From an optimization exercise on the open Yosys and OpenROAD flow, aimed at small area and a short achievable clock period; shortcuts taken in it are not production practice.
Only simulation tests tie the RTL to the original design; equivalence was not proved.
Power is estimated from default activity; no workload was simulated.

==> run E: inputs <==
Design exe_top, start of the top module:
module exe_top (
    input  logic                         clk_i,
    input  logic                         arst_n_i,
    input  logic                         instr_valid_i,
    input  exe_pkg::word_t               instr_i,
    input  exe_pkg::word_t               pc_plus4_i,
    input  exe_pkg::word_t               data_load_i,
    output exe_pkg::word_t               data_addr_o,
    output logic                         data_wen_o,
    output exe_pkg::word_t               data_store_o,
    output logic                         j_valid_o,
    output logic [exe_pkg::JADDR_W-1:0]  j_addr_o,
    output logic                         b_valid_o,
    output logic [exe_pkg::IMM_W-1:0]    b_addr_o
);
clock: 11.0 ns
lec_check: 0
cap_margin: 20
core_margin: 2
core_utilization: 30
place_density: 0.5
setup_slack_margin: 5
slew_margin: 20
standard.sh (not shown) runs the stock make flow with config.mk's settings and CLKGATE_MAP_FILE= SYNTH_SCRIPT=/design/flow/synth_recipe.tcl, a recipe that flattens the netlist after the stock synthesis.
==> flow/flow/run.sh <==
#!/bin/bash
# Layout: the standard flow (standard.sh), with these changes:
#  - ABC maps with a lighter script (flow/abc_speed.script: one &syn2 pass,
#    then &nf) that keeps more of the RTL's adder and read-multiplexer
#    structure than ORFS's default speed script;
#  - the port buffers are buf_2 (repair may resize them);
#  - CTS runs without dummy loads, with sink clusters of up to 30 within 60 um.
# The make output goes to standard_flow.log; ORFS's own logs are under orfs/logs.
set -euo pipefail
work=$(pwd)
rm -rf "$work/orfs_scripts"
cp -r "$FLOW_HOME/scripts" "$work/orfs_scripts"
cp "$work/flow/abc_speed.script" "$work/orfs_scripts/abc_speed.script"
bash standard.sh \
    SCRIPTS_DIR="$work/orfs_scripts" \
    SETUP_SLACK_MARGIN=5.6 \
    "BUFFER_PORTS_ARGS=-buffer_cell sky130_fd_sc_hd__buf_2" \
    "CTS_ARGS=-sink_clustering_enable -repair_clock_nets -dont_use_dummy_load -sink_clustering_size 30 -sink_clustering_max_diameter 60" \
    finish > "$work/standard_flow.log" 2>&1
==> flow/flow/abc_speed.script <==
&get -n
&st
&syn2
&nf
&put
buffer -c
upsize -c
dnsize -c
==> run P: changes against run E <==
--- a/flow/design.v
+++ b/flow/design.v
@@ -82,30 +82,28 @@
     input  logic            r_log_i,
     input  logic            r_slt_i,
     input  logic            r_shl_i,
     input  logic            r_shr_i,
     input  logic            r_lui_i,
+    input  logic            r_link_i,
     output exe_pkg::word_t  result_o,
     output exe_pkg::word_t  sum_o,
     output logic            eq_o          
 );
     exe_pkg::word_t opb;
     exe_pkg::word_t opbx;
+    logic [33:0]    add_full;
     logic           cout;
     assign opb  = use_imm_i ? {{16{imm_sx_i & imm_i[15]}}, imm_i} : op_b_i;
     assign opbx = opb ^ {32{sub_i}};
-    exe_add32_sk i_add (
-        .a_i   (op_a_i),
-        .b_i   (opbx),
-        .c_i   (sub_i),
-        .sum_o (sum_o),
-        .c_o   (cout)
-    );
+    assign add_full = {1'b0, op_a_i, 1'b1} + {1'b0, opbx, sub_i};
+    assign sum_o = add_full[32:1];
+    assign cout  = add_full[33];
     logic lt;
     assign lt   = slt_u_i ? !cout
                           : ((op_a_i[31] ^ opb[31]) ? op_a_i[31] : sum_o[31]);
-    assign eq_o = (op_a_i == op_b_i);
+    assign eq_o = &(op_a_i ^ opbx);    
     exe_pkg::word_t logic_res;
     always_comb begin
         case (log_op_i)
             2'b00:   logic_res = op_a_i & opb;
             2'b01:   logic_res = op_a_i | opb;
@@ -134,80 +132,25 @@
     assign result_o = ({32{r_sum_i}}  & sum_o)
                     | ({32{r_log_i}}  & logic_res)
                     | ({32{r_slt_i}}  & {31'b0, lt})
                     | ({32{r_shl_i}}  & sh_rev)
                     | ({32{r_shr_i}}  & sh_out)
-                    | ({32{r_lui_i}}  & {imm_i, 16'b0});
-endmodule
-module exe_add32_sk (
-    input  exe_pkg::word_t a_i,
-    input  exe_pkg::word_t b_i,
-    input  logic           c_i,
-    output exe_pkg::word_t sum_o,
-    output logic           c_o
-);
-    logic [31:0] p0;
-    logic [31:0] g [6];
-    logic [31:0] p [6];
-    assign p0   = a_i ^ b_i;
-    assign g[0] = (a_i & b_i) | {31'b0, p0[0] & c_i};
-    assign p[0] = p0;
-    for (genvar l = 0; l < 5; l++) begin : g_lvl
-        localparam int D = 1 << l;
-        for (genvar i = 0; i < 32; i++) begin : g_bit
-            if ((i / D) % 2 == 1) begin : g_op
-                localparam int J = (i / (2 * D)) * (2 * D) + D - 1;
-                assign g[l+1][i] = g[l][i] | (p[l][i] & g[l][J]);
-                assign p[l+1][i] = p[l][i] & p[l][J];
-            end else begin : g_pass
-                assign g[l+1][i] = g[l][i];
-                assign p[l+1][i] = p[l][i];
-            end
-        end
-    end
-    assign sum_o = p0 ^ {g[5][30:0], c_i};
-    assign c_o   = g[5][31];
-endmodule
-module exe_addr_add (
-    input  logic [15:0]    a_hi_i,
-    input  logic [15:0]    p_lo_i,
-    input  logic [15:0]    imm_i,
-    output exe_pkg::word_t sum_o
-);
-    logic [31:0] p0;
-    logic [31:0] g [6];
-    logic [31:0] p [6];
-    assign p0   = {a_hi_i, p_lo_i};
-    assign g[0] = {16'b0, ~p_lo_i & imm_i};    
-    assign p[0] = p0;
-    for (genvar l = 0; l < 5; l++) begin : g_lvl
-        localparam int D = 1 << l;
-        for (genvar i = 0; i < 32; i++) begin : g_bit
-            if (i >= D) begin : g_op
-                assign g[l+1][i] = g[l][i] | (p[l][i] & g[l][i-D]);
-                assign p[l+1][i] = p[l][i] & p[l][i-D];
-            end else begin : g_pass
-                assign g[l+1][i] = g[l][i];
-                assign p[l+1][i] = p[l][i];
-            end
-        end
-    end
-    assign sum_o = p0 ^ {g[5][30:0], 1'b0};
+                    | ({32{r_lui_i}}  & {imm_i, 16'b0})
+                    | ({32{r_link_i}} & op_b_i);
 endmodule
 module exe_regfile (
     input  logic              clk_i,
     input  logic              arst_n_i,
     input  exe_pkg::reg_idx_t rs_idx_i,
     input  exe_pkg::reg_idx_t rt_idx_i,
+    input  logic              rt_mask_i,   
     output exe_pkg::word_t    rs_data_o,
     output exe_pkg::word_t    rt_data_o,
     input  logic              wr_en_i,     
     input  exe_pkg::reg_idx_t wr_idx_i,
     input  exe_pkg::word_t    wr_data_i,
-    input  logic              byp_en_i,    
-    input  logic              link_we_i,
-    input  exe_pkg::word_t    link_data_i
+    input  logic              byp_en_i     
 );
     exe_pkg::word_t regs [1:exe_pkg::NUM_REGS-1];
     logic [exe_pkg::NUM_REGS-1:1] written_q;
     logic [exe_pkg::NUM_REGS-1:1] wsel;
     logic [exe_pkg::NUM_REGS-1:1] avail;    
@@ -220,40 +163,35 @@
     always_ff @(posedge clk_i or negedge arst_n_i) begin
         if (!arst_n_i) begin
             written_q <= '0;
         end else begin
             written_q <= written_q | wsel;
-            if (link_we_i) begin
-                written_q[exe_pkg::LINK_IDX] <= 1'b1;
-            end
         end
     end
     always_ff @(posedge clk_i) begin
         for (int k = 1; k < exe_pkg::NUM_REGS; k++) begin
-            if (k == exe_pkg::LINK_IDX && link_we_i) begin
-                regs[k] <= link_data_i;
-            end else if (wsel[k]) begin
+            if (wsel[k]) begin
                 regs[k] <= wr_data_i;
             end
         end
     end
     logic rs_byp, rt_byp, rs_sp, rt_sp;
     assign rs_byp = byp_en_i && wr_en_i && (rs_idx_i == wr_idx_i);
-    assign rt_byp = byp_en_i && wr_en_i && (rt_idx_i == wr_idx_i);
+    assign rt_byp = byp_en_i && wr_en_i && (rt_idx_i == wr_idx_i) && !rt_mask_i;
     assign rs_sp  = (rs_idx_i == exe_pkg::reg_idx_t'(exe_pkg::SP_IDX))
                     && !written_q[exe_pkg::SP_IDX] && !(byp_en_i && wsel[exe_pkg::SP_IDX]);
     assign rt_sp  = (rt_idx_i == exe_pkg::reg_idx_t'(exe_pkg::SP_IDX))
                     && !written_q[exe_pkg::SP_IDX] && !(byp_en_i && wsel[exe_pkg::SP_IDX])
-                   ;
+                    && !rt_mask_i;
     always_comb begin
         rs_data_o = ({exe_pkg::XLEN{rs_byp}} & wr_data_i) | ({exe_pkg::XLEN{rs_sp}} & exe_pkg::SP_RESET);
         rt_data_o = ({exe_pkg::XLEN{rt_byp}} & wr_data_i) | ({exe_pkg::XLEN{rt_sp}} & exe_pkg::SP_RESET);
         for (int k = 1; k < exe_pkg::NUM_REGS; k++) begin
             rs_data_o = rs_data_o
                 | ({exe_pkg::XLEN{(rs_idx_i == exe_pkg::reg_idx_t'(k)) && avail[k]}} & regs[k]);
             rt_data_o = rt_data_o
-                | ({exe_pkg::XLEN{(rt_idx_i == exe_pkg::reg_idx_t'(k)) && avail[k]}} & regs[k]);
+                | ({exe_pkg::XLEN{(rt_idx_i == exe_pkg::reg_idx_t'(k)) && avail[k] && !rt_mask_i}} & regs[k]);
         end
     end
 endmodule
 module exe_top (
     input  logic                         clk_i,
@@ -301,23 +239,22 @@
     assign i_lw  = (op == exe_pkg::OP_LW);
     assign i_sw  = (op == exe_pkg::OP_SW);
     logic              alu_wr;
     exe_pkg::reg_idx_t dest;
     assign alu_wr = r_add || r_log || r_slt || r_shl || r_shr
-                    || i_add || i_log || i_slt || i_lui;
-    assign dest   = is_r ? rd : rt;
+                    || i_add || i_log || i_slt || i_lui || i_jal;
+    assign dest   = is_r ? rd : (i_jal ? exe_pkg::reg_idx_t'(exe_pkg::LINK_IDX) : rt);
     logic              we_q;      
     logic              lw_q;      
     exe_pkg::reg_idx_t dest_q;
     logic              jv_q, br_q, sw_q;
     logic              bne_q, jr_q;
-    exe_pkg::word_t    op_a_q, op_b_q;    
-    exe_pkg::word_t    rs_q;
+    exe_pkg::word_t    op_a_q, op_b_q;
     logic [25:0]       ins_q;     
     logic              use_imm_q, imm_sx_q, sub_q, slt_u_q, sh_var_q, sh_fill_q;
     logic [1:0]        log_op_q;
-    logic              r_sum_q, r_log_q, r_slt_q, r_shl_q, r_shr_q, r_lui_q;
+    logic              r_sum_q, r_log_q, r_slt_q, r_shl_q, r_shr_q, r_lui_q, r_link_q;
     logic              ld_pend;   
     logic              we_d;
     exe_pkg::word_t    rs_data, rt_data;
     exe_pkg::word_t    result, sum, wr_data;
     logic              eq;
@@ -339,12 +276,12 @@
     always_ff @(posedge clk_i) begin
         lw_q      <= i_lw;
         dest_q    <= dest;
         bne_q     <= op[0];
         jr_q      <= is_r;
-        op_a_q    <= {rs_data[31:16], rs_data[15:0] ^ instr_i[15:0]};
-        op_b_q    <= rt_data;
+        op_a_q    <= rs_data;
+        op_b_q    <= i_jal ? pc_plus4_i : rt_data;
         ins_q     <= instr_i[25:0];
         use_imm_q <= !(is_r || i_br);
         imm_sx_q  <= (op == exe_pkg::OP_SLTI);
         sub_q     <= is_r ? fn[1] : (i_slt || i_br);
         slt_u_q   <= is_r ? fn[0] : op[0];
@@ -355,29 +292,28 @@
         r_log_q   <= r_log || i_log;
         r_slt_q   <= r_slt || i_slt;
         r_shl_q   <= r_shl;
         r_shr_q   <= r_shr;
         r_lui_q   <= i_lui;
+        r_link_q  <= i_jal;
     end
     assign wr_data = lw_q ? data_load_i : result;
     exe_regfile i_regfile (
         .clk_i     (clk_i),
         .arst_n_i  (arst_n_i),
         .rs_idx_i  (rs),
         .rt_idx_i  (rt),
+        .rt_mask_i (i_jal),
         .rs_data_o (rs_data),
         .rt_data_o (rt_data),
         .wr_en_i   (we_q),
         .wr_idx_i  (dest_q),
         .wr_data_i (wr_data),
-        .byp_en_i  (!lw_q),   
-        .link_we_i   (instr_valid_i && i_jal && !ld_pend),
-        .link_data_i (pc_plus4_i)
+        .byp_en_i  (!lw_q)    
     );
-    assign rs_q = {op_a_q[31:16], op_a_q[15:0] ^ ins_q[15:0]};
     exe_alu i_alu (
-        .op_a_i    (rs_q),
+        .op_a_i    (op_a_q),
         .op_b_i    (op_b_q),
         .imm_i     (ins_q[15:0]),
         .shamt_i   (ins_q[10:6]),
         .use_imm_i (use_imm_q),
         .imm_sx_i  (imm_sx_q),
@@ -390,22 +326,18 @@
         .r_log_i   (r_log_q),
         .r_slt_i   (r_slt_q),
         .r_shl_i   (r_shl_q),
         .r_shr_i   (r_shr_q),
         .r_lui_i   (r_lui_q),
+        .r_link_i  (r_link_q),
         .result_o  (result),
         .sum_o     (sum),
         .eq_o      (eq)
     );
-    exe_addr_add i_addr_add (
-        .a_hi_i (op_a_q[31:16]),
-        .p_lo_i (op_a_q[15:0]),
-        .imm_i  (ins_q[15:0]),
-        .sum_o  (data_addr_o)
-    );
+    assign data_addr_o  = sum;        
     assign data_store_o = op_b_q;
     assign data_wen_o   = sw_q;
     assign j_valid_o    = jv_q;
-    assign j_addr_o     = jr_q ? rs_q[25:0] : ins_q;
+    assign j_addr_o     = jr_q ? op_a_q[25:0] : ins_q;
     assign b_valid_o    = br_q && (eq ^ bne_q);
     assign b_addr_o     = ins_q[15:0];
 endmodule
==> flow/run.sh (new file) <==
#!/bin/bash
# synth_recipe.tcl (not shown) runs the flow's synth.tcl, then flattens the netlist and writes it again
# the make line also repeats each setting of config.mk as NAME=value (left out here)
make -C /OpenROAD-flow-scripts/flow DESIGN_CONFIG=/design/flow/config.mk WORK_HOME=/design/flow/orfs CLKGATE_MAP_FILE= SYNTH_SCRIPT=/design/flow/synth_recipe.tcl finish
removed: flow/flow/run.sh
removed: flow/flow/abc_speed.script
removed: flow/standard.sh
==> run summary <==
Pre-antenna DRT Iters: run E 15; run P 13
Non-clock inverter count: run E 166; run P 137
Worst setup path endpoint: run E data_addr_o[29]; run P data_addr_o[19]
Clock-pin transition on the worst setup and hold timing paths: run E 70 ps; run P 60 ps
Vias after detailed routing: run E 46128; run P 51348
Cts bufs inserted: run E 99; run P 119
Area used by sequential logic in the layout: run E 0.0330 mm^2; run P 0.0329 mm^2
TAP cells: run E 2385; run P 2464
Post-CTS repair timing setup buffer count: run E 9; run P 80
Die area: run E 0.187 mm^2; run P 0.188 mm^2
Pwr Density: run E 141 mW/mm^2; run P 149 mW/mm^2
Met1 routed wirelength after detailed routing: run E 104 mm; run P 115 mm
Non-clock buffering overhead: run E 4.49%; run P 7.26%
Met1 global-route usage: run E 36.7%; run P 41.6%
Proportion of total power due to net switching: run E 25.6%; run P 26.6%
Outcome: run E complete, no violations; run P complete, no violations
Worst Hold Endpoint: run E i_regfile.written_q[7]; run P i_regfile.written_q[11]
XOR/XNOR share of the synthesized area: run E 2.31%; run P 1.19%
Pin count of the biggest net entering global routing: run E 65; run P 53
Fraction of the mapped netlist area in compound gates: run E 21.1%; run P 20.4%
Post-synthesis simple-gate area fraction: run E 7.07%; run P 8.82%
Cell Area, Synth: run E 0.0551 mm^2; run P 0.0553 mm^2
Number of cells in the finished layout apart from fillers: run E 6927; run P 7376
Setup WS post-layout: run E 5460 ps; run P 4820 ps

## separate check: timing with driven ports
Ports are ideal in the flow. The routed layouts listed here were re-timed in OpenROAD. Step 1, drivers: a clkbuf_16 drives clk_i and a buf_2 each remaining input, both assumed. Step 2, shift: input delay + t, output delay - t, t = (earliest + latest rising clock arrival at the registers) / 2. This alone moves slack from input paths to output paths. Slacks: no drivers / after step 1 / after step 2; pairs: no drivers / after step 1.
run | t, ns | setup WS [ns] | slew at the worst register clock pin (ns)
run E | 0.820 | 5.458 / 5.368 / 5.080 | 0.09 / 0.09
run P | 0.861 | 4.824 / 4.739 / 4.154 | 0.07 / 0.07
After both steps setup and hold are still met in every run listed. The setup slack of run P, which loses most, moves by -0.085 ns with the drivers and by -0.670 ns with both steps.
